Background: an optimization exercise with open tools, aiming at small area and a short achievable clock period. Do not read the settings as production practice.
Only simulation tests tie the RTL to the original design; equivalence was not proved.
Power is estimated from default activity; no workload was simulated.

### flow/config.mk
export PLATFORM = sky130hd
export DESIGN_NAME = arp_cache
export DESIGN_NICKNAME = arp_cache
export VERILOG_FILES = /design/flow/design.v
export SDC_FILE = /design/flow/constraint.sdc
export NUM_CORES = 4
export LEC_CHECK = 0
export CAP_MARGIN = 20
export CORE_MARGIN = 2
export CORE_UTILIZATION = 40
export SLEW_MARGIN = 20
### flow/constraint.sdc
create_clock -name core_clock -period 6.0 [get_ports {i_clk}]
set_input_delay 1.2000 -clock core_clock [delete_from_list [all_inputs] [get_ports {i_clk}]]
set_output_delay 1.2000 -clock core_clock [all_outputs]
set_load 0.01 [all_outputs]
### flow/design.v
module arp_cache #(
  parameter int DEPTH     = 16,
  parameter int AGE_W     = 8,
  parameter int AGE_LIMIT = 200,
  parameter int TICK_DIV  = 16
) (
  input  logic                     i_clk,
  input  logic                     i_rst,
  input  logic                     i_upd_valid,
  input  logic [31:0]              i_upd_ip,
  input  logic [47:0]              i_upd_mac,
  input  logic                     i_seek_valid,
  input  logic [31:0]              i_seek_ip,
  input  logic                     i_flush,
  output logic                     o_seek_valid,
  output logic                     o_seek_hit,
  output logic [47:0]              o_seek_mac,
  output logic [$clog2(DEPTH):0]   o_count
);
  localparam int IDX_W = $clog2(DEPTH);
  localparam int CNT_W = $clog2(TICK_DIV + 1);
  localparam logic [AGE_W-1:0] AGE_MAX = '1;
  localparam logic [AGE_W-1:0] AGE_LIM = AGE_W'(AGE_LIMIT);
  logic flush;
  assign flush = i_flush;
  logic [31:0]      tbl_ip  [DEPTH];
  logic [47:0]      tbl_mac [DEPTH];
  logic [AGE_W-1:0] tbl_age [DEPTH];
  logic [AGE_W-1:0] age_inc [DEPTH];
  logic [DEPTH-1:0] tbl_valid;
  logic             s1_valid, s1_hit;
  logic [IDX_W-1:0] s1_idx;
  logic [31:0]      s1_ip;
  logic [47:0]      s1_mac;
  logic             match_hit, free_found, wr_en, bypass, tick, seek_hit_c;
  logic [IDX_W-1:0] match_idx, free_idx, wr_idx, victim;
  logic [CNT_W-1:0] tick_cnt;
  logic [47:0]      seek_mac_c;
  logic [IDX_W:0]   cnt_c;
  always_comb begin
    match_hit = 1'b0;
    match_idx = '0;
    for (int i = 0; i < DEPTH; i++) begin
      if (tbl_valid[i] && tbl_ip[i] == i_upd_ip) begin
        match_hit = 1'b1;
        match_idx = IDX_W'(i);
      end
    end
  end
  always_comb begin
    free_found = 1'b0;
    free_idx   = '0;
    for (int i = DEPTH - 1; i >= 0; i--) begin
      if (!tbl_valid[i]) begin
        free_found = 1'b1;
        free_idx   = IDX_W'(i);
      end
    end
    wr_en = s1_valid & ~flush;
    if (s1_hit)          wr_idx = s1_idx;
    else if (free_found) wr_idx = free_idx;
    else                 wr_idx = victim;
  end
  assign bypass = s1_valid && (s1_ip == i_upd_ip);
  assign tick   = (tick_cnt == CNT_W'(TICK_DIV - 1));
  always_comb begin
    for (int i = 0; i < DEPTH; i++) begin
      age_inc[i] = (tbl_age[i] == AGE_MAX) ? AGE_MAX : tbl_age[i] + AGE_W'(1);
    end
  end
  always_comb begin
    seek_hit_c = 1'b0;
    seek_mac_c = '1;
    cnt_c      = '0;
    for (int i = 0; i < DEPTH; i++) begin
      if (tbl_valid[i] && tbl_ip[i] == i_seek_ip) begin
        seek_hit_c = 1'b1;
        seek_mac_c = tbl_mac[i];
      end
      cnt_c = cnt_c + (IDX_W + 1)'(tbl_valid[i]);
    end
  end
  always_ff @(posedge i_clk or posedge i_rst) begin
    if (i_rst) begin
      s1_valid <= 1'b0;
      s1_hit   <= 1'b0;
      s1_idx   <= '0;
      s1_ip    <= '0;
      s1_mac   <= '0;
    end else begin
      s1_valid <= i_upd_valid && (i_upd_ip != 32'd0) && !flush;
      s1_hit   <= bypass || match_hit;
      s1_idx   <= bypass ? wr_idx : match_idx;
      s1_ip    <= i_upd_ip;
      s1_mac   <= i_upd_mac;
    end
  end
  always_ff @(posedge i_clk) begin
    if (wr_en) begin
      tbl_ip[wr_idx]  <= s1_ip;
      tbl_mac[wr_idx] <= s1_mac;
    end
  end
  always_ff @(posedge i_clk or posedge i_rst) begin
    if (i_rst) begin
      tbl_valid <= '0;
      for (int i = 0; i < DEPTH; i++) tbl_age[i] <= '0;
    end else if (flush) begin
      tbl_valid <= '0;
      for (int i = 0; i < DEPTH; i++) tbl_age[i] <= '0;
    end else begin
      for (int i = 0; i < DEPTH; i++) begin
        if (wr_en && wr_idx == IDX_W'(i)) begin
          tbl_valid[i] <= 1'b1;
          tbl_age[i]   <= '0;
        end else if (tick && tbl_valid[i]) begin
          tbl_age[i] <= age_inc[i];
          if (age_inc[i] >= AGE_LIM) tbl_valid[i] <= 1'b0;
        end
      end
    end
  end
  always_ff @(posedge i_clk or posedge i_rst) begin
    if (i_rst) begin
      victim       <= '0;
      tick_cnt     <= '0;
      o_seek_valid <= 1'b0;
      o_seek_hit   <= 1'b0;
      o_seek_mac   <= '1;
      o_count      <= '0;
    end else begin
      if (flush)
        victim <= '0;
      else if (wr_en && !s1_hit && !free_found)
        victim <= victim + IDX_W'(1);
      tick_cnt     <= tick ? '0 : tick_cnt + CNT_W'(1);
      o_seek_valid <= i_seek_valid;
      o_seek_hit   <= i_seek_valid && seek_hit_c;
      o_seek_mac   <= (i_seek_valid && seek_hit_c) ? seek_mac_c : '1;
      o_count      <= cnt_c;
    end
  end
endmodule
### flow/run.sh
#!/bin/bash
# synth_recipe.tcl (not shown) runs the flow's synth.tcl, then flattens the netlist and writes it again
# the make line also repeats each setting of config.mk as NAME=value (left out here)
make -C /OpenROAD-flow-scripts/flow DESIGN_CONFIG=/design/flow/config.mk WORK_HOME=/design/flow/orfs CLKGATE_MAP_FILE= SYNTH_SCRIPT=/design/flow/synth_recipe.tcl finish
==> flow_metrics.py <==
metrics = {
    "clocking": {
        "clock_path_buffers": 3,
        "post_cts_buffers": 0,
        "cts.repair.resized": 0,
        "cts.sinks": 1574,
        "htreeDepth": 4,
        "cts-root-buf": "clkbuf_16",
        "clkSlewWorstSetupHoldPaths_ns": 0.06,
        "cts_tree": "done",
        "cts_inserted_buffers": 167,
        "clk-insertion-delay-late_ns": 0.83,
        "ctsHoldBuffers": 0,
    },
    "drt": {
        "avgViaCountPerCell": 5.98,
        "dr.max_layer_used": "met5",
        "firstDrtPassIters": 7,
        "wl_per_cell_um": 30.6,
        "met1Wirelength_um": 101000,
        "remaining_drc_errors": 0,
        "wl_met3_um": 27900,
        "via_count": 49500,
        "routed_wl_um": 253000,
        "ant_nets": 0,
        "drtIter0Drc": 7231,
        "route.met2.wl_um": 111000,
    },
    "power": {
        "p_seq_frac": 0.512,
        "switching_share": 0.234,
        "p_switching_uw": 5510,
        "ir_drop_mv": 0.216,
        "power.density_mw_per_mm2": 283,
        "combPwrFrac": 0.050,
        "internal-power_uw": 18000,
        "p_clk_frac": 0.438,
        "p_leak_uw": 0.0283,
    },
    "yosys": {
        "synth_cells": 5538,
        "yosys_most_used_dff": "edfxtp_1",
        "ys_ff_latch": 1574,
        "postSynthAreaPerCell_um2": 13.1,
        "seq_area_frac_synth": 0.632,
        "synth_edf_count": 1280,
        "async_flop_share": 0.187,
        "netlist_area_mm2": 0.0725,
        "yosysUniqueCellTypes": 75,
        "ys_warn_count": 3,
        "syn-num-nets": 5688,
    },
    "floorplanning": {
        "rows": 156,
        "io_pins": 172,
        "start_util": 0.402,
        "core-area_mm2": 0.181,
        "dieArea_mm2": 0.185,
        "die_h_um": 430,
        "die_x_um": 430,
    },
    "worst_setup_path": {
        "crit_type": "reg2reg",
        "slowest_stage": "a311oi_2",
        "arrival_ns": 5.10,
        "reg2regPathDepth": 8,
        "critPathLaunchType": "flip-flop",
        "critPathMaxFanout": 32,
        "endpoint_kind": "flip-flop",
        "rrSetupSlack_ns": 1.37,
        "r2r_end": "tbl_mac[13][13]",
        "slowest_delay_ns": 0.92,
        "r2r-start": "tbl_valid[12]",
        "critPathRequiredTime_ns": 6.47,
        "crit_top_cell": "o21ai_0",
        "cp_cell_sequence": "o21ai_0 -> a21boi_0 -> o21ai_0 -> a211oi_1 -> o21ai_0 -> a311oi_2 -> and3_4 -> buf_4",
    },
    "layout": {
        "drive_above_1_share": 0.123,
        "final_nets": 5913,
        "syn2layout_area_growth_pct": 14.6,
        "layout_common_cells": "1280 x edfxtp_1, 695 x xnor2_1, 370 x xor2_1",
        "postLayoutCoreUtil": 0.461,
        "layout_commonest_cell": "edfxtp_1",
    },
    "worst_hold_path": {
        "hold_class": "reg2reg",
        "hold_end": "o_seek_mac[45]",
        "whs_path_depth": 2,
        "hold_start": "tbl_mac[15][45]",
    },
    "placement": {
        "place_hpwl_um": 154000,
        "pre_cts_slack_ns": 0.668,
        "globalplace.congestion": 0.956,
        "port_buffers": 171,
    },
    "sta": {
        "whs_ns": 0.490,
        "slew_violations": 0,
        "finalSetupViolations": 0,
        "rsz0062_at_grt": "no",
        "clock_skew_ns": 0.0293,
        "relSlewSlack": 0.261,
        "fmaxAchievable_mhz": 216,
        "setup_tns_ns": 0,
        "min_period_ns": 4.63,
        "worst_slack_ns": 1.37,
        "period_share": 0.772,
        "hold_viol_final": 0,
        "tightest_slew_ns": 1.11,
    },
    "global_routing": {
        "grt_first_pass_wirelength_um": 355000,
        "first_global_vias": 47800,
        "grt_overflow_total": 0,
        "grt_max_degree": 134,
        "grt_usage": 0.269,
        "antenna_found_initial": 20,
    },
    "job": {
        "maxCapViolCount": 0,
    },
    "status": {
        "status": "complete, no violations",
    },
}
## synth_stat cells (all sizes together), types with 46 or more instances
| master | n | area [um^2] |
|---|---|---|
| and3 | 58 | 363 |
| nor2 | 353 | 1330 |
| nand4 | 203 | 1270 |
| buf | 147 | 955 |
| nand3 | 162 | 811 |
| o311a | 46 | 460 |
| xnor2 | 695 | 6090 |
| clkbuf | 187 | 709 |
| o311ai | 46 | 703 |
| xor2 | 370 | 3240 |
| nor3b | 95 | 713 |
| nor4 | 132 | 826 |
| dfrtp | 246 | 6160 |
| o221ai | 46 | 653 |
| edfxtp | 1280 | 38400 |
| mux2i | 148 | 1480 |
| o21ai | 258 | 1290 |
| a21oi | 319 | 1600 |
| nand2 | 164 | 618 |
| nor3 | 141 | 706 |
| inv | 91 | 342 |
| dfstp | 48 | 1260 |
## per-layer routing
metal,global-route usage,vias to the layer above
li1,-,21000
met1,0.362,25000
met2,0.407,2896
met3,0.0704,673
met4,0.124,8
met5,0,-
## registers in the layout (all words and copies together), names as in the netlist, 4 cells and up
| name | count |
|---|---|
| victim | 4 |
| o_count | 5 |
| tbl_age | 128 |
| tick_cnt | 5 |
| s1_ip | 32 |
| tbl_valid | 16 |
| tbl_ip | 512 |
| tbl_mac | 768 |
| o_seek_mac | 48 |
| s1_mac | 48 |
| s1_idx | 4 |
## stage by stage
step	cells	instance area, um^2	total power, uW
floorplan	5538	72500	12700
finish	8281	83200	23500
CTS	8279	83100	23600
global placement	7964	77700	13400
detailed placement	7964	77700	13400
global route	8280	83100	24100
## critical path, delay by kind of cell, from the launching register on
| kind | cells | cell delay (ns) |
|---|---|---|
| AND/OR/NAND/NOR | 1 | 0.84 |
| buffers and inverters | 1 | 0.49 |
| flip-flops | 1 | 0.87 |
| AO/OA/AOI/OAI | 6 | 1.97 |
## logic make-up after synthesis
family                   Yosys count  synth area share
AO/OA/AOI/OAI                    876            0.0820
XOR/XNOR                        1065             0.129
adder cells (fa/ha/maj)           33           0.00673
buffers and inverters            425            0.0277
flip-flops                      1574             0.632
multiplexers                     155            0.0215
AND/OR/NAND/NOR                 1410             0.101
## power groups by stage
stage / clock network (uW) / logic (uW) / registers (uW)
final: 10300 / 1180 / 12000
after detailed placement: 0 / 1130 / 12300
after global routing: 10800 / 1190 / 12000
after CTS: 10400 / 1140 / 12000
after floorplan: 0 / 549 / 12200
after global placement: 0 / 1130 / 12300
## layout make-up
cell class	count	area [um^2]
fillers	16000	97400
clock inverters	90	793
multi-input cells	3539	24900
clock buffers	225	4640
repair buffers	390	3650
well taps	2370	2970
flip-flops and latches	1574	45900
diodes	2	5.00
inverters	91	347
## worst max path at each step
stage | slack [ns] | start | endpoint | cells past startpoint
after global routing | 1.11 | tbl_valid[12] | tbl_mac[13][13] | 8
after global placement | 0.62 | i_seek_ip[7] | o_seek_mac[34] | 13
after CTS | 1.43 | tbl_valid[12] | tbl_mac[13][10] | 8
final | 1.37 | tbl_valid[12] | tbl_mac[13][13] | 8
after detailed placement | 0.67 | i_seek_ip[7] | o_seek_mac[36] | 13
after floorplan | 0.18 | i_flush | tbl_ip[5][0] | 5

afterwards: timing with drivers on the ports:
Ports are ideal in the flow. The routed layout listed here was re-timed in OpenROAD. Step 1, drivers: a clkbuf_16 drives i_clk and a buf_2 each remaining input, both assumed. Step 2 times the ports against the registers' clock, not the clock port: input delays grow and output delays shrink by t, the midpoint of the rising clock arrivals with the driver on. Three values: no drivers, after step 1, after step 2; two values: the first two.
t, ns: 0.901
slack for setup (ns): 1.369 / 1.369 / 0.546
hold WS [ns]: 0.490 / 0.490 / 0.490
After both steps this run still meets setup and hold. The setup slack of this run moves by 0.000 ns with the drivers and by -0.823 ns with both steps.
